This design comes from an exercise in tuning for small area and few clock cycles per item on the open sky130 flow, not from production work. In this exercise RTL edits were held to simulation tests only and were not proved equivalent to the original. Power is estimated from default activity; no workload was simulated.

$ cat flow/flow/area.abc
strash
&get -n
&st
&synch2
&dch -f
&nf -a -R 1000
&put
topo
dnsize -c
$ cat flow/standard.sh
#!/bin/bash
# synth_recipe.tcl (not shown) runs the flow's synth.tcl, then flattens the netlist and writes it again
# the make line also repeats each setting of config.mk as NAME=value (left out here)
make -C /OpenROAD-flow-scripts/flow DESIGN_CONFIG=/design/flow/config.mk WORK_HOME=/design/flow/orfs CLKGATE_MAP_FILE= SYNTH_SCRIPT=/design/flow/synth_recipe.tcl "${@:-finish}"
$ cat flow/config.mk
export PLATFORM = sky130hd
export DESIGN_NAME = length_prefixed_request_deframer_top
export DESIGN_NICKNAME = length_prefixed_request_deframer_top
export VERILOG_FILES = /design/flow/design.v
export SDC_FILE = /design/flow/constraint.sdc
export NUM_CORES = 4
export LEC_CHECK = 0
export CAP_MARGIN = 20
export CORE_MARGIN = 2
export CORE_UTILIZATION = 40
export SLEW_MARGIN = 20
export SYNTH_HIERARCHICAL = 1
export SYNTH_MINIMUM_KEEP_SIZE = 0
$ cat flow/constraint.sdc
create_clock -name core_clock -period 7.0 [get_ports {clk_i}]
set_input_delay 1.4000 -clock core_clock [delete_from_list [all_inputs] [get_ports {clk_i}]]
set_output_delay 1.4000 -clock core_clock [all_outputs]
set_load 0.01 [all_outputs]
$ cat flow/design.v
package lprd_pkg;
  localparam int unsigned ByteW   = 8;
  localparam int unsigned WordW   = 32;
  localparam int unsigned ErrW    = 3;
  localparam int unsigned FieldW  = 2;
  localparam int unsigned CurW    = 30;
  localparam int unsigned TdByteLsb  = 0;
  localparam int unsigned TdArgLsb   = TdByteLsb + ByteW;
  localparam int unsigned TdEndBit   = TdArgLsb + WordW;
  localparam int unsigned TdCountLsb = TdEndBit + 1;
  localparam int unsigned TdErrLsb   = TdCountLsb + WordW;
  localparam int unsigned TdUsedW    = TdErrLsb + ErrW;
  localparam int unsigned OutTdataW  = ((TdUsedW + 7) / 8) * 8;
  localparam int unsigned TdPadW     = OutTdataW - TdUsedW;
  localparam int unsigned CfgIdxW = 1;
  localparam logic [CfgIdxW-1:0] CfgMaxFrameBytes = 1'd0;
  localparam logic [CfgIdxW-1:0] CfgMaxArguments  = 1'd1;
  localparam logic [WordW-1:0] MaxFrameBytesRst = 32'd33554432;
  localparam logic [WordW-1:0] MaxArgumentsRst  = 32'd200000;
  localparam logic [WordW-1:0] FieldBytes       = 32'd4;
  typedef enum logic [1:0] {
    PH_FRAME_LEN,
    PH_ARG_COUNT,
    PH_ARG_LEN,
    PH_ARG_DATA
  } phase_e;
  typedef enum logic [ErrW-1:0] {
    ERR_NONE          = 3'd0,
    ERR_TOO_LONG      = 3'd1,
    ERR_TOO_MANY_ARGS = 3'd2,
    ERR_OVERRUN       = 3'd3,
    ERR_TRAILING      = 3'd4
  } err_e;
  typedef struct packed {
    logic [WordW-1:0] max_frame_bytes;
    logic [WordW-1:0] max_arguments;
  } lprd_limits_t;
  typedef struct packed {
    err_e             error_code;
    logic [WordW-1:0] frame_arg_count;
    logic             frame_done;
    logic             arg_end;
    logic [WordW-1:0] arg_number;
    logic [ByteW-1:0] data_byte;
    logic             data_valid;
  } lprd_result_t;
endpackage
import lprd_pkg::*;
module lprd_in_reg (
  input  logic s_valid_i,
  output logic s_ready_o,
  input  logic take_i,
  output logic step_o
);
  assign s_ready_o = take_i;
  assign step_o    = s_valid_i && take_i;
endmodule
import lprd_pkg::*;
module lprd_out_reg (
  input  logic                           clk_i,
  input  logic                           rst_ni,
  input  logic                           load_i,
  input  logic                           data_valid_i,
  input  logic                           arg_end_i,      
  input  logic                           frame_done_i,   
  input  logic [lprd_pkg::ByteW-1:0]     data_byte_i,
  input  logic [lprd_pkg::CurW-1:0]      arg_number_i,
  input  logic [lprd_pkg::CurW-1:0]      arg_count_i,
  input  lprd_pkg::err_e                 error_code_i,
  output logic                           ready_o,
  output logic                           m_valid_o,
  input  logic                           m_ready_i,
  output logic [lprd_pkg::OutTdataW-1:0] m_data_o,
  output logic                           m_last_o,
  output logic                           m_user_o
);
  logic             valid_q, valid_d;
  logic             dv_q;
  logic [ByteW-1:0] byte_q;
  logic [WordW-1:0] arg_number, arg_count;
  assign ready_o = !valid_q || m_ready_i;
  assign valid_d = load_i || (valid_q && !m_ready_i);
  always_ff @(posedge clk_i or negedge rst_ni) begin
    if (!rst_ni) begin
      valid_q <= 1'b0;
    end else begin
      valid_q <= valid_d;
    end
  end
  always_ff @(posedge clk_i) begin
    if (load_i) begin
      dv_q   <= data_valid_i;
      byte_q <= data_byte_i;
    end
  end
  assign arg_number = (dv_q || arg_end_i) ? WordW'(arg_number_i) : '0;
  assign arg_count  = frame_done_i ? WordW'(arg_count_i) : '0;
  assign m_valid_o = valid_q;
  assign m_data_o  = {{TdPadW{1'b0}}, error_code_i, arg_count, arg_end_i, arg_number, byte_q};
  assign m_last_o  = frame_done_i;
  assign m_user_o  = dv_q;
endmodule
import lprd_pkg::*;
module lprd_parser (
  input  logic                       clk_i,
  input  logic                       rst_ni,
  input  logic                       step_i,
  input  logic [lprd_pkg::ByteW-1:0] byte_i,
  input  lprd_pkg::lprd_limits_t     limits_i,
  output logic                       data_valid_o,   
  output logic                       arg_end_o,      
  output logic                       frame_done_o,   
  output logic [lprd_pkg::ByteW-1:0] data_byte_o,
  output logic [lprd_pkg::CurW-1:0]  arg_number_o,   
  output logic [lprd_pkg::CurW-1:0]  arg_count_o,    
  output lprd_pkg::err_e             error_code_o    
);
  lprd_pkg::phase_e   phase_q, phase_d;
  lprd_pkg::err_e     err_q, err_d, err_new;
  logic [FieldW-1:0]  pos_q;
  logic [WordW-1:0]   acc_q;      
  logic [WordW-1:0]   fbl_q;      
  logic [CurW-1:0]    cnt_q;      
  logic               cnt_big_q;  
  logic [CurW-1:0]    cur_q;      
  logic               end_q;      
  logic               last_q;     
  logic [WordW-1:0]   acc_new, fbl_dec, acc_dec;
  logic [WordW:0]     fbl_bw, acc_bw;
  logic [CurW-1:0]    cur_inc;
  logic [CurW:0]      cur_cy;
  logic               in_data, field_done, finish, boundary, args_zero;
  logic               fbl_zero, fbl_short;
  logic               ev_done, ok;
  logic               cmp_gt;
  assign acc_new = {acc_q[WordW-ByteW-1:0], byte_i};
  assign fbl_bw[0] = 1'b1;
  assign acc_bw[0] = 1'b1;
  assign cur_cy[0] = 1'b1;
  for (genvar i = 0; i < WordW; i++) begin : g_dec
    assign fbl_dec[i]  = fbl_q[i] ^ fbl_bw[i];
    assign fbl_bw[i+1] = ~fbl_q[i] & fbl_bw[i];
    assign acc_dec[i]  = acc_q[i] ^ acc_bw[i];
    assign acc_bw[i+1] = ~acc_q[i] & acc_bw[i];
  end
  for (genvar i = 0; i < CurW; i++) begin : g_inc
    assign cur_inc[i]  = cur_q[i] ^ cur_cy[i];
    assign cur_cy[i+1] = cur_q[i] & cur_cy[i];
  end
  assign in_data    = (phase_q == PH_ARG_DATA);
  assign field_done = !in_data && (pos_q == '1);
  assign fbl_zero   = (fbl_q[WordW-1:1] == '0);
  assign fbl_short  = (fbl_q[WordW-1:3] == '0) && (fbl_q[2:0] <= 3'd4);
  lprd_cmp u_cmp (
    .sel_frame_i (phase_q == PH_FRAME_LEN),
    .sel_args_i  (phase_q == PH_ARG_COUNT),
    .sel_left_i  (phase_q[1]),
    .max_frame_i (limits_i.max_frame_bytes),
    .max_args_i  (limits_i.max_arguments),
    .left_i      (fbl_q),
    .field_i     (acc_new),
    .gt_o        (cmp_gt)
  );
  always_comb begin
    phase_d   = phase_q;
    err_new   = ERR_NONE;
    finish    = 1'b0;
    boundary  = 1'b0;
    args_zero = 1'b0;
    ev_done   = 1'b0;
    if (in_data) begin
      if (acc_q == WordW'(1)) begin
        finish = 1'b1;
      end
    end else if (field_done) begin
      case (phase_q)
        PH_FRAME_LEN: begin
          if (cmp_gt) begin
            err_new = ERR_TOO_LONG;
          end else if (acc_new < FieldBytes) begin
            err_new = ERR_OVERRUN;
          end else begin
            phase_d = PH_ARG_COUNT;
          end
        end
        PH_ARG_COUNT: begin
          if (cmp_gt) begin
            err_new = ERR_TOO_MANY_ARGS;
          end else begin
            boundary  = 1'b1;
            args_zero = (acc_new == '0);
          end
        end
        default: begin   
          if (cmp_gt) begin
            err_new = ERR_OVERRUN;
          end else if (acc_new == '0) begin
            finish = 1'b1;
          end else begin
            phase_d = PH_ARG_DATA;
          end
        end
      endcase
    end
    if (finish) begin
      boundary  = 1'b1;
      args_zero = last_q;
    end
    if (boundary) begin
      if (args_zero) begin
        if (fbl_zero) begin
          ev_done = 1'b1;
          phase_d = PH_FRAME_LEN;
        end else begin
          err_new = ERR_TRAILING;
        end
      end else if (fbl_short) begin
        err_new = ERR_OVERRUN;
      end else begin
        phase_d = PH_ARG_LEN;
      end
    end
  end
  assign err_d = (err_q != ERR_NONE) ? err_q : err_new;
  assign ok    = (err_d == ERR_NONE);
  assign data_valid_o = ok && in_data;
  assign arg_end_o    = end_q && (err_q == ERR_NONE);
  assign frame_done_o = (phase_q == PH_FRAME_LEN) && (pos_q == '0) && (err_q == ERR_NONE);
  assign data_byte_o  = (ok && in_data) ? byte_i : '0;
  assign arg_number_o = cur_q;
  assign arg_count_o  = cnt_q;
  assign error_code_o = err_q;
  always_ff @(posedge clk_i or negedge rst_ni) begin
    if (!rst_ni) begin
      phase_q <= PH_FRAME_LEN;
      pos_q   <= '0;
      err_q   <= ERR_NONE;
    end else if (step_i) begin
      phase_q <= phase_d;
      if (!in_data) begin
        pos_q <= pos_q + FieldW'(1);
      end
      err_q   <= err_d;
    end
  end
  always_ff @(posedge clk_i) begin
    last_q <= !cnt_big_q && (cnt_q == cur_inc);
  end
  always_ff @(posedge clk_i) begin
    if (step_i) begin
      acc_q <= in_data ? acc_dec : acc_new;
      fbl_q <= (phase_q == PH_FRAME_LEN) ? acc_new : fbl_dec;
      if (phase_q == PH_ARG_COUNT) begin
        cnt_q     <= acc_new[CurW-1:0];
        cnt_big_q <= (acc_new[WordW-1:CurW] != '0);
      end
      if (phase_q == PH_FRAME_LEN) begin
        cur_q <= '0;
      end else if (end_q) begin
        cur_q <= cur_inc;
      end
      end_q <= finish;
    end
  end
endmodule
module lprd_cmp (
  input  logic                       sel_frame_i,
  input  logic                       sel_args_i,
  input  logic                       sel_left_i,
  input  logic [lprd_pkg::WordW-1:0] max_frame_i,
  input  logic [lprd_pkg::WordW-1:0] max_args_i,
  input  logic [lprd_pkg::WordW-1:0] left_i,
  input  logic [lprd_pkg::WordW-1:0] field_i,
  output logic                       gt_o
);
  logic [WordW-1:0] op_n;
  logic [ByteW:0]   c;        
  assign op_n = ~(({WordW{sel_frame_i}} & max_frame_i)
                | ({WordW{sel_args_i}}  & max_args_i)
                | ({WordW{sel_left_i}}  & left_i));
  assign c[0] = sel_left_i;
  for (genvar i = 0; i < ByteW; i++) begin : g_c
    assign c[i+1] = (field_i[i] & op_n[i]) | ((field_i[i] | op_n[i]) & c[i]);
  end
  logic [WordW:ByteW] h0, h1;
  assign h0[ByteW] = 1'b0;
  assign h1[ByteW] = 1'b1;
  for (genvar i = ByteW; i < WordW; i++) begin : g_h
    assign h0[i+1] = (field_i[i] & op_n[i]) | ((field_i[i] | op_n[i]) & h0[i]);
    assign h1[i+1] = (field_i[i] & op_n[i]) | ((field_i[i] | op_n[i]) & h1[i]);
  end
  assign gt_o = c[ByteW] ? h1[WordW] : h0[WordW];
endmodule
import lprd_pkg::*;
module length_prefixed_request_deframer_top (
  input  logic                           clk_i,
  input  logic                           rst_ni,
  input  logic                           s_axis_tvalid,
  output logic                           s_axis_tready,
  input  logic [lprd_pkg::ByteW-1:0]     s_axis_tdata,    
  output logic                           m_axis_tvalid,
  input  logic                           m_axis_tready,
  output logic [lprd_pkg::OutTdataW-1:0] m_axis_tdata,
  output logic                           m_axis_tlast,    
  output logic                           m_axis_tuser,    
  input  logic                           cfg_we_i,
  input  logic [lprd_pkg::CfgIdxW-1:0]   cfg_index_i,
  input  logic [lprd_pkg::WordW-1:0]     cfg_wdata_i
);
  lprd_pkg::lprd_limits_t     limits_q;
  logic                       out_ready, step;
  logic                       data_valid, arg_end, frame_done;
  logic [ByteW-1:0]           data_byte;
  logic [CurW-1:0]            arg_number, arg_count;
  lprd_pkg::err_e             error_code;
  always_ff @(posedge clk_i or negedge rst_ni) begin
    if (!rst_ni) begin
      limits_q.max_frame_bytes <= MaxFrameBytesRst;
      limits_q.max_arguments   <= MaxArgumentsRst;
    end else if (cfg_we_i) begin
      if (cfg_index_i == CfgMaxFrameBytes) begin
        limits_q.max_frame_bytes <= cfg_wdata_i;
      end else begin
        limits_q.max_arguments   <= cfg_wdata_i;
      end
    end
  end
  lprd_in_reg u_in_reg (
    .s_valid_i (s_axis_tvalid),
    .s_ready_o (s_axis_tready),
    .take_i    (out_ready),
    .step_o    (step)
  );
  lprd_parser u_parser (
    .clk_i        (clk_i),
    .rst_ni       (rst_ni),
    .step_i       (step),
    .byte_i       (s_axis_tdata),
    .limits_i     (limits_q),
    .data_valid_o (data_valid),
    .arg_end_o    (arg_end),
    .frame_done_o (frame_done),
    .data_byte_o  (data_byte),
    .arg_number_o (arg_number),
    .arg_count_o  (arg_count),
    .error_code_o (error_code)
  );
  lprd_out_reg u_out_reg (
    .clk_i        (clk_i),
    .rst_ni       (rst_ni),
    .load_i       (step),
    .data_valid_i (data_valid),
    .arg_end_i    (arg_end),
    .frame_done_i (frame_done),
    .data_byte_i  (data_byte),
    .arg_number_i (arg_number),
    .arg_count_i  (arg_count),
    .error_code_i (error_code),
    .ready_o      (out_ready),
    .m_valid_o    (m_axis_tvalid),
    .m_ready_i    (m_axis_tready),
    .m_data_o     (m_axis_tdata),
    .m_last_o     (m_axis_tlast),
    .m_user_o     (m_axis_tuser)
  );
endmodule
$ cat flow/flow/run.sh
#!/bin/bash
# The standard layout (standard.sh: the standard flow's synthesis and ORFS steps), with
#  - ABC mapping the logic with an area-oriented script (flow/mysynth.tcl wraps
#    synth_recipe.tcl; the registers are the standard flow's),
#  - smaller port buffers,
#  - a clock tree of fewer, smaller buffers and no dummy loads.
# Each tool's output goes to the ORFS logs under orfs/logs; make's goes to
# standard.log here.
set -euo pipefail
here=$(pwd)
sed "s#${here}/synth_recipe.tcl#${here}/flow/mysynth.tcl#g" standard.sh > flow_standard.sh
grep -q "flow/mysynth.tcl" flow_standard.sh
export BUFFER_PORTS_ARGS="-buffer_cell sky130_fd_sc_hd__buf_1"
export CTS_ARGS="-sink_clustering_enable -repair_clock_nets -dont_use_dummy_load -buf_list {sky130_fd_sc_hd__clkbuf_8} -sink_clustering_size 16 -sink_clustering_max_diameter 50"
bash flow_standard.sh > standard.log 2>&1
$ cat flow/flow/mysynth.tcl
# The standard flow's synthesis script (synth_recipe.tcl in the work folder), with ABC's
# technology mapping run on an area-oriented script (area.abc beside this file)
# in place of ORFS's speed script. Everything else, registers included, is as
# synth_recipe.tcl makes it.
set my_abc_script [file join [file dirname [file normalize [info script]]] area.abc]
proc abc {args} {
  set i [lsearch -exact $args -script]
  if { $i >= 0 } {
    set args [lreplace $args $i [expr {$i + 1}] -script $::my_abc_script]
  }
  yosys abc {*}$args
}
source [file join [file dirname [file dirname [file normalize [info script]]]] synth_recipe.tcl]
==> flow_summary.ini, run 1 <==
[setup_path]
worstReg2RegEnd = u_parser.last_q
crit_arrival_ns = 7.07
crit-reg2reg-launch = u_parser.cur_q[1]
crit_start = u_parser.cur_q[1]
critical-path-max-stage-delay_ns = 0.42
critPathMaxFanout = 2
startpoint_type = register
r2r.worst_path.cells = 31
reg2reg_slack_ns = 0.36
worstSetupPathType = register to register
crit_top_cell = ha_1
cp_slowest_cell = edfxtp_1
endpoint = u_parser.last_q
endpoint_kind = register
cp_data_required_time_ns = 7.43

[yosys]
synth_top_family_by_area = simple AND/OR/NAND/NOR gates
synth_top_flop_cell = edfxtp_1
synthXorXnorAreaFrac_pct = 1.13
synth_edf_count = 135
async_reset_ff_share_pct = 34.6
synth_compound_area_share_pct = 10.8
synthMuxAreaShare_pct = 6.67
syn_area_mm2 = 0.0108
yosysSeqAreaShare_pct = 54.4
synth_cell_type_count = 46
synth_adder_area_share_pct = 10.7
syn_inst = 904
synth_top_area_share_pct = 37.5
avgSynthCellArea_um2 = 12.0
synth_simple_gate_area_share_pct = 12.2
yosysTopAreaCell = edfxtp_1
synth_seq_cells = 208
yosysWarnings = 9
synth.area.top_cells = edfxtp_1, dfrtp_1, ha_1, mux2_1, clkinv_1

[cells_and_area]
antenna_cells = 0
area_delta_synth_final_pct = 13.5
post-route-cell-area_mm2 = 0.0123
num-fill-cells = 2554
utilization_pct = 45.9
nNetsFinal = 1213
drive_above_1_share_pct = 7.08

[timing]
skew_ns = 0.0535
period_needed_ns = 6.64
setup_slack_ns = 0.361
hold_slack_ns = 0.492
final_max_slew_viol_count = 0
finalSetupViolCount = 0
rsz0062_at_grt = false
fin_crit_sh_pct = 94.8
fmax_mhz = 151
slew_headroom_pct = 31.8
finalHoldViolations = 0
tightest_slew_ns = 1.02

[grt]
grt_overflow = 0
grtUsageTotal_pct = 18.7
grt_antenna_before_repair = 0
grt_first_pass_wirelength_um = 42200
grt_pass1_vias = 7614
grt_max_degree = 73

[drt]
drtPass1Iterations = 6
drc = 0
via_per_inst = 5.44
drt_iter0_markers = 671
ant_nets = 0
drt_wl_total_um = 26100
num_vias = 7691
wl_per_cell_um = 18.4

[hold_path]
hp-class = register to register

[place]
dp_slack_ns = -0.177
dpl_cell_area_mm2 = 0.0119
post-dp-hpwl_um = 18900
place.gp.congestion = 0.844
numPortBuffers = 121

[floorplanning]
die_w_um = 168
core_area_mm2 = 0.0267
num_rows = 60
start_util_pct = 40.5
ios = 130
die_area_mm2 = 0.0284
die_h_um = 168

[clocking]
clockBufferDepth = 3
cts_tree = built
cts.htree.levels = 1
cts_root_buf = clkbuf_8
clk_latency_ns = 0.56
cts-buffers-inserted = 26
cts.sinks = 208
path_clk_slew_ns = 0.10

[power_and_ir_drop]
leakage_nw = 4.70
ir_drop_v = 0.000152
powerDensity_mw_per_mm2 = 321

[run]
drv_cap = 0

[outcome]
status = finished clean
modules after synthesis, one instance, submodules excluded:
module	copies in the design	cells inside
length_prefixed_request_deframer_top	1	130
lprd_cmp	1	78
lprd_in_reg	1	2
lprd_out_reg	1	87
lprd_parser	1	607
state kept, by name (all words and copies together), names as in the netlist, 3 cells and up:
register	count
u_out_reg.byte_q	8
u_parser.cur_q	30
limits_q	64
u_parser.acc_q	32
u_parser.cnt_q	30
u_parser.err_q	3
u_parser.fbl_q	32
how the worst min path moves through the flow:
stage | depth (start not counted) | start | end
floorplan | 1 | limits_q[63] | limits_q[63]
global placement | 1 | limits_q[40] | limits_q[40]
detailed placement | 1 | limits_q[32] | limits_q[32]
CTS | 1 | limits_q[32] | limits_q[32]
global route | 1 | limits_q[4] | limits_q[4]
finish | 1 | limits_q[62] | limits_q[62]
cell usage in the layout, fill, tap and decap left out, types with 3 or more instances in the layout:
| cell | Yosys | layout |
|---|---|---|
| a222oi_1 | 32 | 32 |
| xnor2_1 | 5 | 5 |
| conb_1 | 1 | 8 |
| buf_1 | 0 | 120 |
| dfstp_2 | 7 | 7 |
| and3_1 | 11 | 11 |
| xor2_1 | 9 | 9 |
| clkinv_1 | 87 | 87 |
| nand2_1 | 40 | 40 |
| nor2_1 | 66 | 64 |
| nor3_1 | 5 | 4 |
| nand2b_1 | 3 | 3 |
| o21ai_0 | 43 | 43 |
| o221ai_1 | 4 | 4 |
| ha_1 | 92 | 92 |
| nand3_1 | 5 | 5 |
| dfrtp_1 | 65 | 64 |
| o22ai_1 | 17 | 17 |
| mux2_1 | 64 | 64 |
| clkbuf_8 | 0 | 26 |
| nor2b_1 | 51 | 49 |
| nand4_1 | 6 | 6 |
| nor3b_1 | 3 | 3 |
| a22oi_1 | 9 | 9 |
| a221oi_1 | 14 | 14 |
| buf_4 | 14 | 29 |
| nor4_1 | 18 | 17 |
| and2_0 | 35 | 32 |
| o2bb2ai_1 | 4 | 4 |
| a21oi_1 | 40 | 39 |
| edfxtp_1 | 135 | 135 |
metal layers:
layer / part of all wire, % / global-route usage [%] / vias up
li1: - / - / 3706
met1: 46 / 26.7 / 3690
met2: 46 / 29.5 / 256
met3: 6.1 / 2.91 / 39
met4: 2.4 / 5.62 / 0
met5: 0 / 0 / -
metrics by stage:
step | TNS [ns] | instances | total power, mW
final | 0 | 1414 | 3.94
after global routing | 0 | 1414 | 4.23
after CTS | 0 | 1412 | 3.95
after detailed placement | -1.64 | 1386 | 3.20
after global placement | -1.39 | 1386 | 3.18
after floorplan | 0 | 911 | 2.74
where the power goes:
group	switching, mW	internal, mW
combinational	0.795	0.506
sequential	0.238	1.66
clock	0.405	0.328
total	1.44	2.50
critical path: cells and delay by family (launching register included):
| kind | cells | cell delay [ns] |
|---|---|---|
| compound gates | 1 | 0.29 |
| fa+ha+maj | 28 | 5.26 |
| flops | 1 | 0.42 |
| simple gates | 2 | 0.57 |
layout make-up:
cell class	count	area, um2	share of cell area, %
sequential	208	5890	47.9
timing repair buffer	150	676	5.50
inverter	87	327	2.66
tap	341	427	3.48
multi-input combinational	602	4600	37.5
clock buffer	26	358	2.92
kinds of logic after synthesis:
kind of cell | after synthesis
xor+xnor | 14
mux | 64
simple gates | 252
compound gates | 171
fa+ha+maj | 93
flops | 208
other cells | 1
buf+inv | 101
cell usage after synthesis, types with 11 or more instances:
cell	number
edfxtp_1	135
ha_1	92
clkinv_1	87
nor2_1	66
dfrtp_1	65
mux2_1	64
nor2b_1	51
o21ai_0	43
a21oi_1	40
nand2_1	40
and2_0	35
a222oi_1	32
nor4_1	18
o22ai_1	17
a221oi_1	14
buf_4	14
and3_1	11
timing repair:
item	in CTS	in global routing
endpoints found under the setup margin	1	10
setup buffers	0	2
hold buffers	0	0
gates resized for setup	3	5
pin swaps	0	2
Testbench counts, summed over its fixed seeds: cycles 28,313, items 28,305.
==> run 2: changes to the inputs <==
--- a/flow/flow/run.sh
+++ b/flow/flow/run.sh
@@ -11,5 +11,5 @@
 sed "s#${here}/synth_recipe.tcl#${here}/flow/mysynth.tcl#g" standard.sh > flow_standard.sh
 grep -q "flow/mysynth.tcl" flow_standard.sh
 export BUFFER_PORTS_ARGS="-buffer_cell sky130_fd_sc_hd__buf_1"
-export CTS_ARGS="-sink_clustering_enable -repair_clock_nets -dont_use_dummy_load -buf_list {sky130_fd_sc_hd__clkbuf_8} -sink_clustering_size 16 -sink_clustering_max_diameter 50"
+export CTS_ARGS="-sink_clustering_enable -repair_clock_nets -dont_use_dummy_load -buf_list {sky130_fd_sc_hd__clkbuf_16} -sink_clustering_size 24 -sink_clustering_max_diameter 70"
 bash flow_standard.sh > standard.log 2>&1
==> run 2 against run 1 <==
Effect of this change:
- still clean
- final cell count decreased by 0.71%
- clock skew fell by 0.019 ns
- global-route usage is essentially flat
- flip-flop and latch count is the same
- synthesized cell count is the same
- non-clock buffer count did not move
- fmax down 0.13%
- total power up 2.1%
- count of clock-buffer cells in the layout shrank 10
- sequential share of layout area down 0.20 points
- register-to-register slack about the same
- first-iteration DRC count is 11% lower
- critical path type unchanged
- critical endpoint is now u_parser.acc_q[31]
- largest cell class unchanged
==> flow_summary.ini, run 2 <==
[grt]
grt_pass1_vias = 7514
busiest_layer = met2
grt_first_pass_wirelength_um = 41900
grt_overflow = 0
use_met2_pct = 29.7
grt_antenna_before_repair = 0
use_met3_pct = 2.28
grtUsageTotal_pct = 18.7
gr-usage-met1_pct = 26.7
grt_max_degree = 73

[setup_path]
r2r.worst_path.cells = 34
critical-path-max-stage-delay_ns = 0.36
crit-reg2reg-launch = u_parser.acc_q[1]
crit_family = adder cells
crit_top_cell = ha_1
crit_arrival_ns = 6.88
cp_data_required_time_ns = 7.23
reg2reg_slack_ns = 0.35
cp_slowest_cell = edfxtp_1
critPathMaxFanout = 4
worstSetupPathType = register to register
crit_start = u_parser.acc_q[1]
endpoint_kind = register
cp_num_buf_inv = 1
endpoint = u_parser.acc_q[31]
cp.depth = 34
startpoint_type = register
worstReg2RegEnd = u_parser.acc_q[31]

[yosys]
syn_inst = 904
async_reset_ff_share_pct = 34.6
yosysWarnings = 9
yosysTopAreaCell = edfxtp_1
synth_top_area_share_pct = 37.5
synth.top_cells.by_count = edfxtp_1, ha_1, clkinv_1
avgSynthCellArea_um2 = 12.0
synth_top_flop_cell = edfxtp_1
synth_cell_type_count = 46
yosysMostFrequentCell = edfxtp_1
syn_area_mm2 = 0.0108
synth.area.top_cells = edfxtp_1, dfrtp_1, ha_1, mux2_1, clkinv_1
synth_edf_count = 135
yosysSeqAreaShare_pct = 54.4
synth_seq_cells = 208

[place]
numPortBuffers = 121
placed_cells = 1386
post-dp-hpwl_um = 18900
place.gp.congestion = 0.844

[clocking]
cts.sinks = 208
cts-buffers-inserted = 16
cts_hold_buf = 0
cts.htree.levels = 1
clk_latency_ns = 0.49
clockBufferDepth = 3
path_clk_slew_ns = 0.09
cts_root_buf = clkbuf_16
cts_tree = built

[floorplanning]
die_w_um = 168
start_util_pct = 40.5
ios = 130
core_area_mm2 = 0.0267
die_area_mm2 = 0.0284
die_h_um = 168
num_rows = 60

[drt]
drt_wl_total_um = 26100
ant_nets = 0
wl_per_cell_um = 18.6
via_per_inst = 5.48
drt_iter0_markers = 599
num_vias = 7700
drc = 0
drtPass1Iterations = 6

[timing]
slew_headroom_pct = 32.5
skew_ns = 0.0344
fin_crit_sh_pct = 95.0
finalHoldViolations = 0
final_max_slew_viol_count = 0
tightest_slew_ns = 1.01
finalSetupViolCount = 0
period_needed_ns = 6.65
rsz0062_at_grt = false
fmax_mhz = 150
tns_ns = 0

[power_and_ir_drop]
internal_power_mw = 2.58
ir_drop_v = 0.000176
leakage_nw = 4.73
power_frac_seq_pct = 47.3
p_total_mw = 4.02
powerDensity_mw_per_mm2 = 326
switching_share_pct = 35.9
power_frac_comb_pct = 32.4
clkPwrFrac_pct = 20.3
switchingPower_mw = 1.44

[cells_and_area]
num-fill-cells = 2538
regMostFlops = limits_q
final_common_cell = edfxtp_1
largest_reg_flops = 64
seqCellArea_mm2 = 0.00589
area_delta_synth_final_pct = 14.0
largestRegisters = limits_q (64), u_parser.acc_q (32), u_parser.fbl_q (32)
layout_common_cells = edfxtp_1, buf_1, ha_1, clkinv_1
multi_input_area_mm2 = 0.00461
drive_above_1_share_pct = 6.40
instances_no_fill = 1404
nNetsFinal = 1203
antenna_cells = 0

[run]
drv_cap = 0

[outcome]
status = finished clean

[hold_path]
hold_start = limits_q[62]
holdPathStages = 1
hp-class = register to register
## run 2: kinds of logic (layout without fill, tap and decap cells)
| logic type | after synthesis | count (layout) | synth area share [%] |
|---|---|---|---|
| and+or+nand+nor | 252 | 252 | 12.2 |
| other | 1 | 8 | 0.0347 |
| adders and majority gates | 93 | 93 | 10.7 |
| AOI/OAI and AO/OA | 171 | 171 | 10.8 |
| muxes | 64 | 64 | 6.67 |
| DFF | 208 | 208 | 54.4 |
| buffers and inverters | 101 | 253 | 3.99 |
| xor gates and xnor gates | 14 | 14 | 1.13 |
## run 2: worst reg2reg max path: cells and delay by family, from the launching register on
kind / cells / cell delay (ns)
compound gates: 1 / 0.08
buf+inv: 1 / 0.11
simple gates: 1 / 0.06
flops: 1 / 0.36
fa+ha+maj: 30 / 5.65
xor+xnor: 1 / 0.14
## run 2: worst min-delay path by stage
stage | end
finish | limits_q[62]
floorplan | limits_q[63]
global placement | limits_q[40]
CTS | limits_q[34]
global route | limits_q[4]
detailed placement | limits_q[32]
## run 2: power by group through the flow
stage,clock [mW],sequential [mW],combinational (mW)
floorplan,0,1.85,0.894
global placement,0,1.92,1.26
detailed placement,0,1.92,1.28
CTS,0.841,1.90,1.29
global route,0.876,1.93,1.49
finish,0.815,1.90,1.30
## run 2: layer usage
layer	wire length [um]	share of wire (%)
met1	12000	46
met2	12000	46
met3	1410	5.4
met4	676	2.6
met5	0	0
## run 2: through the flow
stage	util, %	cell area, um2	hold slack (ns)	setup WS [ns]
after floorplan	-	10900	0.457	0.0586
after global placement	44.3	11900	0.468	-0.149
after detailed placement	44.3	11900	0.474	-0.177
after CTS	45.9	12300	0.495	0.00115
after global routing	46.1	12300	0.510	0.00830
final	46.1	12300	0.494	0.352
## run 2: Yosys stat by module (local to each module, per instance)
module | flip-flops and latches | cells | area (um2)
lprd_parser | 134 | 607 | 7040
length_prefixed_request_deframer_top | 64 | 130 | 2340
lprd_out_reg | 10 | 87 | 788
lprd_cmp | 0 | 78 | 624
lprd_in_reg | 0 | 2 | 13.8
## run 2: layout make-up
| type | count | area share, % |
|---|---|---|
| Sequential cell | 208 | 47.7 |
| Multi-Input combinational cell | 602 | 37.4 |
| Timing Repair Buffer | 150 | 5.48 |
| Tap cell | 341 | 3.46 |
| Clock buffer | 16 | 3.25 |
| Inverter | 87 | 2.65 |
## run 2: timing repair
action	4_1_cts	5_1_grt
pin swaps	0	2
gates cloned	0	0
setup endpoints to repair	1	10
gates resized for setup	2	9
buffers inserted	0	2
==> run 3: changes to the inputs <==
--- a/flow/flow/run.sh
+++ b/flow/flow/run.sh
@@ -11,5 +11,5 @@
 sed "s#${here}/synth_recipe.tcl#${here}/flow/mysynth.tcl#g" standard.sh > flow_standard.sh
 grep -q "flow/mysynth.tcl" flow_standard.sh
 export BUFFER_PORTS_ARGS="-buffer_cell sky130_fd_sc_hd__buf_1"
-export CTS_ARGS="-sink_clustering_enable -repair_clock_nets -dont_use_dummy_load -buf_list {sky130_fd_sc_hd__clkbuf_16} -sink_clustering_size 24 -sink_clustering_max_diameter 70"
+export CTS_ARGS="-sink_clustering_enable -repair_clock_nets -dont_use_dummy_load -buf_list {sky130_fd_sc_hd__clkbuf_8} -sink_clustering_size 18 -sink_clustering_max_diameter 60"
 bash flow_standard.sh > standard.log 2>&1
==> flow/flow/area.abc (replaced) <==
strash
dc2
dch -f
amap
topo
dnsize -c
==> run 3 against run 2 <==
Effect of this change:
- the layout now fails its checks (setup timing)
- critical path depth up 35
- final cell count up 11%
- clock skew up 0.036 ns
- first-iteration DRC count up 20%
- die area down 0.87%
- critical endpoint is now u_out_reg.byte_q[2]
==> flow_summary.ini, run 3 <==
[outcome]
status = failed layout checks
violations = setup timing

[yosys]
synth.area.top_cells = edfxtp_1, dfrtp_1, ha_1, nor2_1, a21oi_1
synth_edf_count = 135
syn_inst = 1013
synth_compound_area_share_pct = 14.8
synthXorXnorAreaFrac_pct = 0
synth_adder_area_share_pct = 10.7
yosysWarnings = 9
synth_seq_cells = 208
synth_top_family_by_area = compound AO/OA/AOI/OAI gates
syn_area_mm2 = 0.0107
async_reset_ff_share_pct = 34.6
synth_top_flop_cell = edfxtp_1
synthMuxAreaShare_pct = 0
synth.top_cells.by_count = nor2_1, clkinv_1, edfxtp_1
synth_simple_gate_area_share_pct = 13.7
avgSynthCellArea_um2 = 10.6
yosysSeqAreaShare_pct = 54.9
yosysTopAreaCell = edfxtp_1
synth_cell_type_count = 42
synth_top_area_share_pct = 37.8
yosysMostFrequentCell = nor2_1

[cells_and_area]
largestRegisters = limits_q (64), u_parser.acc_q (32), u_parser.fbl_q (32)
layout_common_cells = nor2_1, clkinv_1, edfxtp_1, buf_1, a21oi_1
post-route-cell-area_mm2 = 0.0127
area_delta_synth_final_pct = 18.9
largest_reg_flops = 64
drive_above_1_share_pct = 13.6
final_common_cell = nor2_1
nNetsFinal = 1363
seqCellArea_mm2 = 0.00589
instances_no_fill = 1558
multi_input_area_mm2 = 0.00451
num-fill-cells = 2476
regMostFlops = limits_q
antenna_cells = 0

[power_and_ir_drop]
power_frac_comb_pct = 38.3
p_total_mw = 3.92
switchingPower_mw = 1.44
leakage_nw = 4.79
switching_share_pct = 36.8
power_frac_seq_pct = 45.7
internal_power_mw = 2.48
clkPwrFrac_pct = 16.0
powerDensity_mw_per_mm2 = 308
ir_drop_v = 0.000138

[timing]
finalSetupViolCount = 15
final_max_slew_viol_count = 0
setup_slack_ns = -1.08
tightest_slew_ns = 0.935
fin_crit_sh_pct = 115
period_needed_ns = 8.08
finalHoldViolations = 0
skew_ns = 0.0707
slew_headroom_pct = 37.6
fmax_mhz = 124
hold_slack_ns = 0.506
rsz0062_at_grt = true
tns_ns = -14.32

[floorplanning]
ios = 130
die_w_um = 168
num_rows = 59
die_area_mm2 = 0.0281
die_h_um = 168
start_util_pct = 40.9
core_area_mm2 = 0.0262

[setup_path]
worstSetupPathType = input pin to register
crit_arrival_ns = 8.37
startpoint_type = input pin
crit_family = compound AO/OA/AOI/OAI gates
cp_slowest_cell = or3_4
endpoint_kind = register
cp_num_buf_inv = 3
cp_data_required_time_ns = 7.29
crit_top_cell = a21oi_1
critPathMaxFanout = 8
critical-path-max-stage-delay_ns = 0.38

[drt]
ant_nets = 0
drt_wl_total_um = 27600
drc = 0
num_vias = 8441
drt_iter0_markers = 718
wl_per_cell_um = 17.7
drtPass1Iterations = 7
via_per_inst = 5.42

[grt]
grt_first_pass_wirelength_um = 43900
grt_antenna_before_repair = 0
grt_overflow = 0
grt_max_degree = 87
grt_pass1_vias = 8083
grtUsageTotal_pct = 19.5

[clocking]
cts.htree.levels = 1
cts_tree = built
cts-buffers-inserted = 19
clk_latency_ns = 0.55
path_clk_slew_ns = 0.10
cts_root_buf = clkbuf_8
cts_hold_buf = 0
cts.sinks = 208
clockBufferDepth = 3

[place]
place.gp.congestion = 0.881
dpl_cell_area_mm2 = 0.0120
placed_cells = 1517
post-dp-hpwl_um = 19900
numPortBuffers = 121

[hold_path]
hp-class = register to register

[run]
drv_cap = 0
[run 3: cell count changes in the layout (fill, tap and decap cells not counted), moves of 17 or more]
cell	change
nor2_1	+88
mux2_1	-64
a21oi_1	+61
o22ai_1	+52
clkinv_1	+48
and2_0	-32
buf_4	+29
o21ai_0	-29
nor2b_1	+22
clkbuf_8	+19
ha_1	-19
ha_2	+18
buf_6	+17
[run 3: metrics by stage]
stage	setup WS, ns	utilization [%]
4_1_cts	-1.02	48.4
5_1_grt	-1.95	48.6
6_report	-1.08	48.6
3_3_place_gp	-1.67	45.9
3_5_place_dp	-1.72	45.9
2_1_floorplan	-1.38	-
[run 3: path summary, 6_finish.rpt]
kind	from	end	slack (ns)	cells past startpoint
setup / recovery	s_axis_tdata[0]	u_out_reg.byte_q[2]	-1.08	69
hold / removal	limits_q[16]	limits_q[16]	0.51	2
setup reg to reg	u_parser.phase_q[1]	u_out_reg.byte_q[2]	-0.84	69
hold reg to reg	limits_q[16]	limits_q[16]	0.51	2
max in group asynchronous	rst_ni	u_parser.phase_q[1]	5.18	2
min in group asynchronous	rst_ni	limits_q[23]	1.05	2
[run 3: what timing repair did]
action / 4_1_cts / 5_1_grt
resized for setup: 58 / 27
gates cloned: 0 / 0
endpoints found under the setup margin: 16 / 16
setup buffers: 28 / 6
pin swaps: 22 / 16
[run 3: logic make-up after synthesis]
group | after synthesis
compound gates | 250
simple gates | 310
other cells | 1
flops | 208
buf+inv | 152
fa+ha+maj | 92
[run 3: final cells by class]
class | count | area share (%)
clock buffers | 19 | 2.05
inverters | 138 | 4.12
multi-input cells | 660 | 35.4
flip-flops and latches | 208 | 46.2
well taps | 335 | 3.29
repair buffers | 198 | 8.90
[run 3: per-module statistics from Yosys, one instance, submodules excluded]
module | flops+latches | cells inside | times used | area [um2]
length_prefixed_request_deframer_top | 64 | 226 | 1 | 2300
lprd_cmp | 0 | 115 | 1 | 712
lprd_in_reg | 0 | 2 | 1 | 13.8
lprd_out_reg | 10 | 88 | 1 | 792
lprd_parser | 134 | 582 | 1 | 6890
[run 3: worst min-delay path, delay by kind of cell, from the launching register on]
family	cells	cell delay [ns]
compound gates	1	0.04
flops	1	0.38
simple gates	1	0.09
[run 3: power by group through the flow]
stage / logic [mW] / registers, mW / clock network (mW)
floorplan: 0.926 / 1.78 / 0
global placement: 1.42 / 1.81 / 0
detailed placement: 1.44 / 1.82 / 0
CTS: 1.49 / 1.79 / 0.652
global route: 1.68 / 1.82 / 0.699
finish: 1.50 / 1.79 / 0.626
[run 3: per-layer routing]
metal	vias up	track usage (%)	part of all wire [%]
met2	316	31.6	46
met5	-	0	0
met1	4017	27.9	46
met4	0	4.61	1.8
li1	4074	-	-
met3	34	2.69	6.1
==> run 4: changes to the inputs <==
==> flow/flow/area.abc (replaced) <==
strash
&get -n
&st
&synch2
&dch -f
&nf -a -R 1000
&put
topo
dnsize -c
==> run 4 against run 3 <==
Effect of this change:
- now clean on timing, DRC and antenna
- setup slack gained 1.4 ns
- sequential share of layout area increased by 2.0 points
- die area grew 0.88%
- clock power increased by 4.2%
- worst hold slack lost 0.011 ns
- critical path type is now register to register
- critical endpoint is now u_parser.last_q
- largest power group unchanged
- highest routed layer unchanged
==> flow_summary.ini, run 4 <==
[cells_and_area]
regMostFlops = limits_q
area_delta_synth_final_pct = 12.9
utilization_pct = 45.7
drive_above_1_share_pct = 6.75
layout_common_cells = edfxtp_1, buf_1, ha_1, clkinv_1
antenna_cells = 0
largest_reg_flops = 64
largestRegisters = limits_q (64), u_parser.acc_q (32), u_parser.fbl_q (32)
nNetsFinal = 1207
final_common_cell = edfxtp_1

[power_and_ir_drop]
powerDensity_mw_per_mm2 = 316
switching_share_pct = 37.1
power_frac_comb_pct = 33.8
power_frac_seq_pct = 49.3
internal_power_mw = 2.42
clkPwrFrac_pct = 16.9
leakage_nw = 4.67
ir_drop_v = 0.000154
switchingPower_mw = 1.43

[place]
post-dp-hpwl_um = 18900
numPortBuffers = 121
place.gp.congestion = 0.844

[floorplanning]
ios = 130
die_area_mm2 = 0.0284
num_rows = 60
die_w_um = 168
die_h_um = 168
core_area_mm2 = 0.0267
start_util_pct = 40.5

[yosys]
synth_top_flop_cell = edfxtp_1
avgSynthCellArea_um2 = 12.0
async_reset_ff_share_pct = 34.6
synth_seq_cells = 208
synth_top_area_share_pct = 37.5
synth.area.top_cells = edfxtp_1, dfrtp_1, ha_1, mux2_1, clkinv_1
synth.top_cells.by_count = edfxtp_1, ha_1, clkinv_1
synth_edf_count = 135
syn_inst = 904
yosysWarnings = 9
yosysSeqAreaShare_pct = 54.4
synth_cell_type_count = 46
yosysMostFrequentCell = edfxtp_1
yosysTopAreaCell = edfxtp_1
syn_area_mm2 = 0.0108

[timing]
skew_ns = 0.0331
tightest_slew_ns = 1.01
hold_slack_ns = 0.495
rsz0062_at_grt = false
fin_crit_sh_pct = 95.1
period_needed_ns = 6.65
fmax_mhz = 150
final_max_slew_viol_count = 0
slew_headroom_pct = 32.6
finalSetupViolCount = 0
finalHoldViolations = 0

[hold_path]
hp-class = register to register

[grt]
grt_antenna_before_repair = 0
grt_overflow = 0
grt_first_pass_wirelength_um = 42000
grtUsageTotal_pct = 18.7
grt_max_degree = 73
grt_pass1_vias = 7514

[run]
drv_cap = 0

[setup_path]
critPathMaxFanout = 2
cp_slowest_cell = edfxtp_1
crit_arrival_ns = 7.07
critical-path-max-stage-delay_ns = 0.40
worstSetupPathType = register to register
endpoint_kind = register
crit_top_cell = ha_1
cp_data_required_time_ns = 7.42
startpoint_type = register

[drt]
wl_per_cell_um = 18.6
drc = 0
ant_nets = 0
drtPass1Iterations = 6
via_per_inst = 5.49
num_vias = 7725
drt_wl_total_um = 26200
drt_iter0_markers = 645

[clocking]
clk_latency_ns = 0.52
cts_root_buf = clkbuf_8
path_clk_slew_ns = 0.09
cts.htree.levels = 1
cts-buffers-inserted = 20
cts_tree = built
clockBufferDepth = 3
cts.sinks = 208
cts_hold_buf = 0

[outcome]
status = finished clean
-- run 4: changes by cell type in the layout (fill, tap and decap cells not counted), moves of 16 or more --
cell	previous run	this run
nand2_1	24	40
o22ai_1	69	17
buf_4	58	29
a21oi_1	100	39
clkinv_1	135	87
nor2_1	151	64
ha_2	18	1
mux2_1	0	64
buf_6	17	0
ha_1	73	91
o21ai_0	13	43
and2_0	0	32
nor2b_1	71	49
-- run 4: logic make-up (layout without fill, tap and decap cells) --
logic type	after synthesis	count (layout)	share of synthesized area [%]
flip-flops	208	208	54.4
adder cells (fa/ha/maj)	93	93	10.7
buffers and inverters	101	257	3.99
AND/OR/NAND/NOR	252	252	12.2
other	1	8	0.0347
XOR/XNOR	14	14	1.13
AO/OA/AOI/OAI	171	171	10.8
multiplexers	64	64	6.67
-- run 4: final cells by class --
class	count	area, um2
Sequential cell	208	5890
Multi-Input combinational cell	602	4610
Fill cell	2551	14500
Tap cell	341	427
Timing Repair Buffer	150	676
Clock buffer	20	275
Inverter	87	327
-- run 4: critical path: cells and delay by family (launching register included) --
kind,cells,cell delay [ns]
AOI/OAI and AO/OA,1,0.29
and+or+nand+nor,2,0.57
DFF,1,0.40
adders and majority gates,28,5.30
-- run 4: timing repair --
item | in CTS | in global routing
gates resized for setup | 3 | 7
setup buffers | 0 | 2
gates cloned | 0 | 0
setup endpoints to repair | 1 | 11
pin swaps | 0 | 2
hold endpoints to repair | 0 | 0
-- run 4: power by group through the flow --
| stage | sequential [mW] | clock (mW) | combinational (mW) |
|---|---|---|---|
| global placement | 1.92 | 0 | 1.26 |
| finish | 1.90 | 0.652 | 1.31 |
| detailed placement | 1.92 | 0 | 1.28 |
| floorplan | 1.85 | 0 | 0.894 |
| CTS | 1.90 | 0.672 | 1.29 |
| global route | 1.93 | 0.716 | 1.49 |
-- run 4: layer usage --
metal / global-route usage (%) / vias to the layer above / routed length [um]
met5: 0 / - / 0
met4: 5.92 / 0 / 738
met3: 2.52 / 39 / 1440
met2: 29.2 / 266 / 11900
met1: 26.9 / 3735 / 12100
li1: - / 3685 / -
-- run 4: Yosys stat by module, one instance, submodules excluded --
module	copies in the design	area, um2
lprd_parser	1	7040
lprd_in_reg	1	13.8
lprd_out_reg	1	788
lprd_cmp	1	624
length_prefixed_request_deframer_top	1	2340
-- run 4: through the flow --
stage	setup slack [ns]	power, mW	instance area [um2]	setup TNS (ns)	instances
detailed placement	-0.177	3.20	11900	-1.64	1386
global placement	-0.149	3.18	11900	-1.39	1386
floorplan	0.0586	2.74	10900	0	911
global route	0.000396	4.14	12200	0	1408
CTS	0.0109	3.86	12100	0	1406
finish	0.345	3.86	12200	0	1408
-- run 4: worst paths after layout --
check | slack, ns | end | cells past startpoint | from
max | 0.35 | u_parser.last_q | 31 | u_parser.cur_q[0]
min in group asynchronous | 1.13 | limits_q[50] | 2 | rst_ni
max in group asynchronous | 5.20 | u_parser.phase_q[1] | 2 | rst_ni
min | 0.50 | limits_q[4] | 1 | limits_q[4]
max reg2reg | 0.35 | u_parser.last_q | 31 | u_parser.cur_q[0]
min reg2reg | 0.50 | limits_q[4] | 1 | limits_q[4]
==> run 5: changes to the inputs <==
--- a/flow/config.mk
+++ b/flow/config.mk
@@ -7,7 +7,7 @@
 export LEC_CHECK = 0
 export CAP_MARGIN = 20
 export CORE_MARGIN = 2
-export CORE_UTILIZATION = 40
+export CORE_UTILIZATION = 50
 export SLEW_MARGIN = 20
 export SYNTH_HIERARCHICAL = 1
 export SYNTH_MINIMUM_KEEP_SIZE = 0
==> run 5 against run 4 <==
Effect of this change:
- fmax is 0.32% higher
- clock skew rose by 0.0060 ns
- die area is 20% lower
- largest power group unchanged
- combinational power about the same
- flip-flop and latch count did not move
- clock power is 8.6% lower
- non-clock buffer count is 1 higher
- sequential share of layout area grew 0.41 points
- critical path type unchanged
- core utilization is 12 points higher
- routed wire length fell by 5.5%
- via count down 1.5%
- final cell count shrank 4.8%
==> flow_summary.ini, run 5 <==
[outcome]
status = finished clean

[setup_path]
crit_family = adder cells
startpoint_type = register
cp_slowest_cell = edfxtp_1
cp_data_required_time_ns = 7.42
worstSetupPathType = register to register
cp_num_buf_inv = 1
critPathMaxFanout = 3
endpoint_kind = register
critical-path-max-stage-delay_ns = 0.43
crit_arrival_ns = 7.05
crit_top_cell = ha_1

[clocking]
cts_tree = built
clk_latency_ns = 0.52
cts-buffers-inserted = 17
cts.htree.levels = 1
cts_hold_buf = 0
path_clk_slew_ns = 0.11
cts.sinks = 208
cts_root_buf = clkbuf_8
clockBufferDepth = 3

[floorplanning]
core_area_mm2 = 0.0212
num_rows = 53
die_area_mm2 = 0.0228
die_h_um = 151
ios = 130
start_util_pct = 51.1
die_w_um = 151

[power_and_ir_drop]
powerDensity_mw_per_mm2 = 314
leakage_nw = 4.66
p_total_mw = 3.80
ir_drop_v = 0.000174

[drt]
wl_met2_um = 11600
drc = 0
drtPass1Iterations = 7
drt_iter0_markers = 587
dr.max_layer_used = met4
wl_met1_um = 11300
ant_nets = 0
wl_per_cell_um = 18.5
via_per_inst = 5.68
dr_wl_met3_um = 1310
num_vias = 7610
drt_wl_total_um = 24800

[yosys]
yosysTopAreaCell = edfxtp_1
synth.area.top_cells = edfxtp_1, dfrtp_1, ha_1, mux2_1, clkinv_1
synth_seq_cells = 208
yosysSeqAreaShare_pct = 54.4
yosysWarnings = 9
avgSynthCellArea_um2 = 12.0
synth_cell_type_count = 46
syn_area_mm2 = 0.0108
synth_edf_count = 135
synth_top_flop_cell = edfxtp_1
synth.top_cells.by_count = edfxtp_1, ha_1, clkinv_1
syn_inst = 904
async_reset_ff_share_pct = 34.6
yosysMostFrequentCell = edfxtp_1
synth_top_area_share_pct = 37.5

[cells_and_area]
antenna_cells = 0
post-route-cell-area_mm2 = 0.0121
area_delta_synth_final_pct = 11.9
regMostFlops = limits_q
layout_common_cells = edfxtp_1, buf_1, ha_1, clkinv_1
final_common_cell = edfxtp_1
nNetsFinal = 1205
largest_reg_flops = 64
largestRegisters = limits_q (64), u_parser.acc_q (32), u_parser.fbl_q (32)
drive_above_1_share_pct = 6.57

[timing]
hold_slack_ns = 0.491
period_needed_ns = 6.63
tightest_slew_ns = 1.00
fmax_mhz = 151
finalHoldViolations = 0
setup_slack_ns = 0.366
finalSetupViolCount = 0
tns_ns = 0
fin_crit_sh_pct = 94.8
slew_headroom_pct = 33.1
final_max_slew_viol_count = 0
skew_ns = 0.0391

[place]
dp_slack_ns = -0.130
numPortBuffers = 121
place.gp.congestion = 0.823
dpl_cell_area_mm2 = 0.0118
post-dp-hpwl_um = 18200

[grt]
grt_first_pass_wirelength_um = 39400
grtUsageTotal_pct = 22.2
grt_overflow = 0
grt_antenna_before_repair = 0
grt_max_degree = 126
grt_pass1_vias = 7206

[run]
drv_cap = 0

[hold_path]
hp-class = register to register
-- run 5: power breakdown --
group          switching (mW)  total [mW]  internal [mW]
logic                   0.791        1.32          0.529
registers               0.220        1.88           1.66
clock network           0.376       0.596          0.220
-- run 5: cell type report --
cell class                 count  area, um2
fill                        1897       9050
inverter                      87        327
tap                          275        344
clock buffer                  17        234
timing repair buffer         151        693
sequential                   208       5890
multi-input combinational    602       4620
-- run 5: final timing paths --
path	start	endpoint	slack [ns]	depth (start not counted)
worst min register to register	limits_q[32]	limits_q[32]	0.49	1
min in group asynchronous	rst_ni	limits_q[28]	1.08	2
worst max-delay path	u_parser.cur_q[0]	u_parser.last_q	0.37	32
worst min-delay path	limits_q[32]	limits_q[32]	0.49	1
worst max register to register	u_parser.cur_q[0]	u_parser.last_q	0.37	32
max in group asynchronous	rst_ni	u_parser.phase_q[1]	5.20	2
-- run 5: modules after synthesis (local to each module, per instance) --
module / flops+latches / copies in the design
lprd_in_reg: 0 / 1
lprd_cmp: 0 / 1
lprd_out_reg: 10 / 1
length_prefixed_request_deframer_top: 64 / 1
lprd_parser: 134 / 1
-- run 5: kinds of logic (layout without fill, tap and decap cells) --
| kind of cell | Yosys count | count (layout) | synth area share (%) |
|---|---|---|---|
| and+or+nand+nor | 252 | 252 | 12.2 |
| DFF | 208 | 208 | 54.4 |
| AOI/OAI and AO/OA | 171 | 171 | 10.8 |
| buffers and inverters | 101 | 255 | 3.99 |
| adders and majority gates | 93 | 93 | 10.7 |
| muxes | 64 | 64 | 6.67 |
| xor gates and xnor gates | 14 | 14 | 1.13 |
| other | 1 | 8 | 0.0347 |
-- run 5: what timing repair did --
action	CTS	global route
pin swaps	0	2
setup endpoints to repair	1	10
setup buffers	0	2
gates resized for setup	3	8
endpoints found under the hold margin	0	0
-- run 5: metrics by stage --
step	cells	util, %
finish	1340	57.2
global route	1340	57.2
CTS	1338	56.9
detailed placement	1321	55.7
global placement	1321	55.7
floorplan	911	-
-- run 5: routing by layer --
| metal | vias up | track usage [%] |
|---|---|---|
| met5 | - | 0 |
| met3 | 37 | 3.16 |
| met4 | 0 | 5.98 |
| li1 | 3672 | - |
| met2 | 216 | 36.0 |
| met1 | 3685 | 31.5 |
-- run 5: worst reg2reg max path, delay by kind of cell, from the launching register on --
family / cells / cell delay (ns)
AO/OA/AOI/OAI: 1 / 0.31
adder cells (fa/ha/maj): 28 / 5.30
AND/OR/NAND/NOR: 2 / 0.38
flip-flops: 1 / 0.43
buffers and inverters: 1 / 0.10
==> run 6: changes to the inputs <==
--- a/flow/flow/run.sh
+++ b/flow/flow/run.sh
@@ -1,6 +1,7 @@
 #!/bin/bash
 # The standard layout (standard.sh: the standard flow's synthesis and ORFS steps), with
-#  - ABC mapping the logic with an area-oriented script (flow/mysynth.tcl wraps
+#  - ABC mapping the logic, adders included, with an area-oriented script
+#    (flow/mysynth.tcl wraps
 #    synth_recipe.tcl; the registers are the standard flow's),
 #  - smaller port buffers,
 #  - a clock tree of fewer, smaller buffers and no dummy loads.
==> flow/flow/area.abc (replaced) <==
strash
&get -n
&st
&syn2
&dch -f
&nf -a -R 1000
&st
&dch -f
&nf -a -R 1000
&put
topo
dnsize -c
==> flow/flow/mysynth.tcl (replaced) <==
# The standard flow's synthesis script (synth_recipe.tcl in the work folder), with ABC's
# technology mapping run on an area-oriented script (area.abc beside this file)
# in place of ORFS's speed script, and with adders left to ABC rather than
# extracted as half/full adder cells first. Everything else, registers
# included, is as synth_recipe.tcl makes it.
set my_abc_script [file join [file dirname [file normalize [info script]]] area.abc]
proc abc {args} {
  set i [lsearch -exact $args -script]
  if { $i >= 0 } {
    set args [lreplace $args $i [expr {$i + 1}] -script $::my_abc_script]
  }
  yosys abc {*}$args
}
proc extract_fa {args} { }
source [file join [file dirname [file dirname [file normalize [info script]]]] synth_recipe.tcl]
--- a/flow/config.mk
+++ b/flow/config.mk
@@ -7,7 +7,7 @@
 export LEC_CHECK = 0
 export CAP_MARGIN = 20
 export CORE_MARGIN = 2
-export CORE_UTILIZATION = 50
+export CORE_UTILIZATION = 40
 export SLEW_MARGIN = 20
 export SYNTH_HIERARCHICAL = 1
 export SYNTH_MINIMUM_KEEP_SIZE = 0
==> run 6 against run 5 <==
Effect of this change:
- still clean on timing, DRC and antenna
- sequential power decreased by 12%
- die area rose by 19%
- first-iteration DRC count up 51%
- core utilization down 10 points
- flip-flop and latch count is the same
- critical path depth up 5
- synthesized cell count is 2.0% higher
- non-clock buffer count rose by 20
- critical endpoint is now u_out_reg.byte_q[7]
- highest routed layer unchanged
==> flow_summary.ini, run 6 <==
[setup_path]
cp_data_required_time_ns = 7.28
endpoint = u_out_reg.byte_q[7]
worstSetupPathType = input pin to register
startpoint_type = input pin
crit_start = s_axis_tdata[0]
endpoint_kind = register
crit-reg2reg-launch = u_parser.phase_q[1]
worstReg2RegEnd = u_out_reg.byte_q[7]
critical-path-max-stage-delay_ns = 0.34
cp_slowest_cell = maj3_2
crit_arrival_ns = 7.14
r2r.worst_path.cells = 36
critPathMaxFanout = 5
reg2reg_slack_ns = 0.29

[yosys]
syn_inst = 922
synth_top_flop_cell = edfxtp_1
yosysWarnings = 9
synth.area.top_cells = edfxtp_1, dfrtp_1, mux2_1, nor2_1, o21ai_0
synth.top_cells.by_count = nor2_1, edfxtp_1, dfrtp_1, o21ai_0, mux2_1
synth_cell_type_count = 47
synth_top_area_share_pct = 39.2
synth_seq_cells = 208
synth_adder_area_share_pct = 0.580
synth_compound_area_share_pct = 14.3
synth_top_family_by_area = simple AND/OR/NAND/NOR gates
synthXorXnorAreaFrac_pct = 3.30
synthMuxAreaShare_pct = 7.06
yosysSeqAreaShare_pct = 56.8
yosysMostFrequentCell = nor2_1
syn_area_mm2 = 0.0104
avgSynthCellArea_um2 = 11.2
synth_edf_count = 135
async_reset_ff_share_pct = 34.6
yosysTopAreaCell = edfxtp_1
synth_simple_gate_area_share_pct = 16.5

[drt]
drt_iter0_markers = 888
num_vias = 8081
drt_wl_total_um = 26100
ant_nets = 0
via_per_inst = 5.64
drtPass1Iterations = 5
drc = 0
wl_per_cell_um = 18.2

[floorplanning]
num_rows = 58
ios = 130
start_util_pct = 40.9
die_area_mm2 = 0.0272
die_h_um = 165
core_area_mm2 = 0.0253
die_w_um = 165

[cells_and_area]
regMostFlops = limits_q
layout_common_cells = nor2_1, edfxtp_1, buf_1, mux2_1, dfrtp_1
drive_above_1_share_pct = 9.88
largest_reg_flops = 64
instances_no_fill = 1433
num-fill-cells = 2368
area_delta_synth_final_pct = 15.3
final_common_cell = nor2_1
nNetsFinal = 1151
antenna_cells = 0
largestRegisters = limits_q (64), u_parser.acc_q (32), u_parser.fbl_q (32)

[power_and_ir_drop]
powerDensity_mw_per_mm2 = 237
power_frac_comb_pct = 20.2
internal_power_mw = 1.97
leakage_nw = 4.25
p_total_mw = 2.83
clkPwrFrac_pct = 21.4
power_frac_seq_pct = 58.4
ir_drop_v = 0.000139
switchingPower_uw = 856
switching_share_pct = 30.3

[grt]
grt_max_degree = 73
grtUsageTotal_pct = 19.3
grt_first_pass_wirelength_um = 41600
grt_overflow = 0
grt_antenna_before_repair = 0
grt_pass1_vias = 7687

[timing]
period_needed_ns = 6.87
finalSetupViolCount = 0
final_max_slew_viol_count = 0
tns_ns = 0
slew_headroom_pct = 36.6
finalHoldViolations = 0
skew_ns = 0.0605
rsz0062_at_grt = true
fin_crit_sh_pct = 98.1
tightest_slew_ns = 0.951
fmax_mhz = 146

[clocking]
cts.htree.levels = 1
cts_root_buf = clkbuf_8
cts-buffers-inserted = 17
cts_hold_buf = 0
cts.sinks = 208
cts_tree = built
clk_latency_ns = 0.54
clockBufferDepth = 3
path_clk_slew_ns = 0.10

[place]
place.gp.congestion = 0.810
numPortBuffers = 121
post-dp-hpwl_um = 17900
placed_cells = 1405

[run]
drv_cap = 0

[hold_path]
hold_start = limits_q[63]
hp-class = register to register

[outcome]
status = finished clean
## run 6: cell types whose count changed in the layout (fill, tap and decap cells not counted), moves of 19 or more
| cell | delta |
|---|---|
| a31oi_1 | +29 |
| xnor2_1 | +22 |
| nor2_1 | +74 |
| ha_1 | -92 |
| nor2b_1 | -19 |
| clkinv_1 | -78 |
## run 6: repair_timing
item	CTS	global route
buffers inserted	11	4
pin swaps	1	11
endpoints found under the setup margin	9	13
gates resized for setup	14	19
## run 6: worst min path at each step
stage	depth (start not counted)	slack, ns	endpoint
detailed placement	1	0.48	limits_q[40]
global route	1	0.52	limits_q[5]
global placement	1	0.47	limits_q[62]
floorplan	1	0.46	limits_q[63]
finish	1	0.50	limits_q[63]
CTS	1	0.50	limits_q[41]
## run 6: final cells by class
type	count	area (um2)	area share [%]
repair buffers	171	877	7.35
well taps	330	413	3.46
multi-input cells	696	4470	37.5
clock buffers	17	234	1.96
flip-flops and latches	208	5890	49.3
inverters	11	53.8	0.451
## run 6: Yosys stat by module (local to each module, per instance)
module                                flops+latches  area, um2
lprd_in_reg                                       0       13.8
lprd_cmp                                          0        624
lprd_out_reg                                     10        788
lprd_parser                                     134       6580
length_prefixed_request_deframer_top             64       2340
## run 6: stage by stage
step / setup slack (ns) / util (%) / cell area (um2) / hold slack [ns]
after floorplan: 0.0102 / - / 10400 / 0.457
after global placement: -0.618 / 45.3 / 11500 / 0.469
after detailed placement: -0.745 / 45.4 / 11500 / 0.479
after CTS: 0.0416 / 46.9 / 11900 / 0.502
after global routing: -0.233 / 47.1 / 11900 / 0.518
final: 0.133 / 47.1 / 11900 / 0.496
## run 6: worst max-delay path: cells and delay by family
family / cells / cell delay [ns]
AO/OA/AOI/OAI: 22 / 2.71
adder cells (fa/ha/maj): 6 / 1.92
buffers and inverters: 3 / 0.29
multiplexers: 1 / 0.21
AND/OR/NAND/NOR: 5 / 0.62
## run 6: cell families (layout without fill, tap and decap cells)
group / Yosys count / in the layout
flip-flops: 208 / 208
adder cells (fa/ha/maj): 6 / 6
XOR/XNOR: 39 / 39
buffers and inverters: 25 / 199
AO/OA/AOI/OAI: 226 / 226
multiplexers: 65 / 65
AND/OR/NAND/NOR: 352 / 352
other: 1 / 8
## run 6: per-layer routing
metal | routed length (um) | global-route usage [%] | up-vias
met5 | 0 | 0 | -
met4 | 443 | 4.55 | 0
met3 | 1450 | 2.41 | 31
met2 | 12200 | 31.7 | 252
met1 | 12000 | 27.2 | 3953
li1 | - | - | 3845
## run 6: power groups by stage
stage	combinational, mW	clock [mW]	sequential [mW]
after floorplan	0.360	0	1.62
after global placement	0.506	0	1.67
after detailed placement	0.522	0	1.67
after CTS	0.563	0.622	1.65
after global routing	0.641	0.666	1.67
final	0.571	0.604	1.65
==> run 7: changes to the inputs <==
==> flow/flow/area.abc (replaced) <==
strash
&get -n
&st
&synch2
&dch -f
&nf -a -R 1000
&put
topo
dnsize -c
==> run 7 against run 6 <==
Effect of this change:
- still clean on timing, DRC and antenna
- final cell count down 2.5%
- combinational power up 130%
- design area down 2.5%
- core utilization down 2.1 points
- clock skew down 0.015 ns
- worst hold slack worse by 0.0047 ns
- first-iteration DRC count down 14%
- synthesized cell count down 1.2%
- global-route usage down 0.49 points
- register-to-register slack better by 0.57 ns
- routed wire length down 2.9%
- synthesized area up 0.58%
- critical path type unchanged
- largest cell class unchanged
- largest power group unchanged
==> flow_summary.ini, run 7 <==
[drt]
num_vias = 7800
wl_per_cell_um = 18.1
ant_nets = 0
drt_wl_total_um = 25300
via_per_inst = 5.58
drtPass1Iterations = 7
drt_iter0_markers = 767
drc = 0

[timing]
slew_headroom_pct = 34.9
setup_slack_ns = 0.853
tightest_slew_ns = 0.976
fmax_mhz = 163
tns_ns = 0
skew_ns = 0.0456
final_max_slew_viol_count = 0
rsz0062_at_grt = false
fin_crit_sh_pct = 87.8
finalSetupViolCount = 0
period_needed_ns = 6.15
hold_slack_ns = 0.492
finalHoldViolations = 0

[clocking]
ctsResizeCount = 0
clk_latency_ns = 0.53
cts.sinks = 208
cts_hold_buf = 0
cts-buffers-inserted = 19
cts_tree = built
cts.htree.levels = 1
cts_root_buf = clkbuf_8
post_cts_buffers = 0
path_clk_slew_ns = 0.09
clockBufferDepth = 3

[power_and_ir_drop]
ir_drop_v = 0.000186
p_total_mw = 3.88
powerDensity_mw_per_mm2 = 333
leakage_nw = 3.99

[cells_and_area]
post-route-cell-area_mm2 = 0.0116
nNetsFinal = 1110
largest_reg_flops = 64
seqCellArea_mm2 = 0.00588
largestRegisters = limits_q (64), u_parser.acc_q (32), u_parser.fbl_q (32)
drive_above_1_share_pct = 4.99
regMostFlops = limits_q
num-fill-cells = 2469
multi_input_area_mm2 = 0.00443
utilization_pct = 45.0
layout_common_cells = edfxtp_1, buf_1, nor2_1, dfrtp_1, mux2_1
area_delta_synth_final_pct = 11.8
instances_no_fill = 1397
antenna_cells = 0
final_common_cell = edfxtp_1

[grt]
grt_max_degree = 80
grt_first_pass_wirelength_um = 40700
grtUsageTotal_pct = 18.8
grt_antenna_before_repair = 0
grt_overflow = 0
grt_pass1_vias = 7520

[yosys]
synth_seq_cells = 208
yosysSeqAreaShare_pct = 56.5
synth.area.top_cells = edfxtp_1, dfrtp_1, mux2_1, nor2_1, xnor2_1
synth_top_flop_cell = edfxtp_1
yosysTopAreaCell = edfxtp_1
synth_cell_type_count = 47
yosysWarnings = 9
async_reset_ff_share_pct = 34.6
synth.top_cells.by_count = edfxtp_1, nor2_1, dfrtp_1
yosysMostFrequentCell = edfxtp_1
avgSynthCellArea_um2 = 11.4
syn_inst = 911
synth_edf_count = 135
synth_top_area_share_pct = 38.9
syn_area_mm2 = 0.0104

[floorplanning]
core_area_mm2 = 0.0258
die_h_um = 165
start_util_pct = 40.3
die_w_um = 165
num_rows = 59
die_area_mm2 = 0.0273
ios = 130

[setup_path]
r2r.worst_path.cells = 34
startpoint_type = input pin
crit-reg2reg-launch = u_parser.phase_q[0]
cp_num_buf_inv = 3
crit_family = compound AO/OA/AOI/OAI gates
reg2reg_slack_ns = 0.86
critPathMaxFanout = 9
endpoint_kind = register
crit_start = s_axis_tdata[0]
cp_slowest_cell = a21oi_1
worstSetupPathType = input pin to register
cp_data_required_time_ns = 7.28
critical-path-max-stage-delay_ns = 0.28
worstReg2RegEnd = u_out_reg.byte_q[3]
crit_arrival_ns = 6.43

[hold_path]
min_to = limits_q[31]
hp-class = register to register
hold_start = limits_q[31]
holdPathStages = 1

[place]
dpl_cell_area_mm2 = 0.0114
dp_slack_ns = 0.379
post-dp-hpwl_um = 17300
placed_cells = 1378
numPortBuffers = 121
place.gp.congestion = 0.813

[run]
drv_cap = 0

[outcome]
status = finished clean
## run 7: cell types whose count changed after synthesis, moves of 6 or more
cell,delta
nor2_1,-26
a21oi_1,-16
xnor2_1,+14
xor2_1,+14
nand2_1,+11
or3_1,-7
a31oi_1,-6
o21ai_0,-6
## run 7: final cells by class
class	instances	area share [%]
Clock buffer	19	2.25
Timing Repair Buffer	139	5.10
Tap cell	335	3.60
Sequential cell	208	50.6
Inverter	11	0.398
Multi-Input combinational cell	685	38.1
## run 7: logic make-up after synthesis
family	share of synthesized area (%)
AND/OR/NAND/NOR	15.8
AO/OA/AOI/OAI	13.6
flip-flops	56.5
XOR/XNOR	5.64
multiplexers	6.92
buffers and inverters	1.41
adder cells (fa/ha/maj)	0.0961
other	0.0360
## run 7: report_power, final
| part | switching (mW) | total [mW] | leakage, nW | internal [mW] |
|---|---|---|---|---|
| registers | 0.281 | 1.95 | 2.12 | 1.67 |
| logic | 0.784 | 1.29 | 1.73 | 0.508 |
| clock network | 0.392 | 0.635 | 0.137 | 0.244 |
| total | 1.46 | 3.88 | 3.99 | 2.42 |
## run 7: how the worst max path moves through the flow
stage / cells after the start / endpoint
3_5_place_dp: 34 / u_out_reg.byte_q[2]
3_3_place_gp: 33 / u_out_reg.byte_q[7]
4_1_cts: 34 / u_out_reg.byte_q[2]
5_1_grt: 34 / u_out_reg.byte_q[3]
6_report: 34 / u_out_reg.byte_q[3]
2_1_floorplan: 32 / u_out_reg.byte_q[0]
## run 7: per-layer routing
layer	vias up	global-route usage, %	wire length [um]
met5	-	0	0
met4	0	5.25	542
met3	40	2.30	1320
met2	232	30.3	11600
met1	3786	26.7	11800
li1	3742	-	-
## run 7: modules after synthesis, one instance, submodules excluded
module / area [um2] / cells / times used / flops+latches
length_prefixed_request_deframer_top: 2340 / 130 / 1 / 64
lprd_cmp: 624 / 78 / 1 / 0
lprd_in_reg: 13.8 / 2 / 1 / 0
lprd_parser: 6640 / 614 / 1 / 134
lprd_out_reg: 788 / 87 / 1 / 10

Setup slack of run 7, layout unchanged: 0.853 ns with ideal ports, 0.856 ns with driving cells assumed (clock clkbuf_16, inputs buf_2), 0.320 ns with port delays also shifted by the 0.556 ns mid clock arrival.
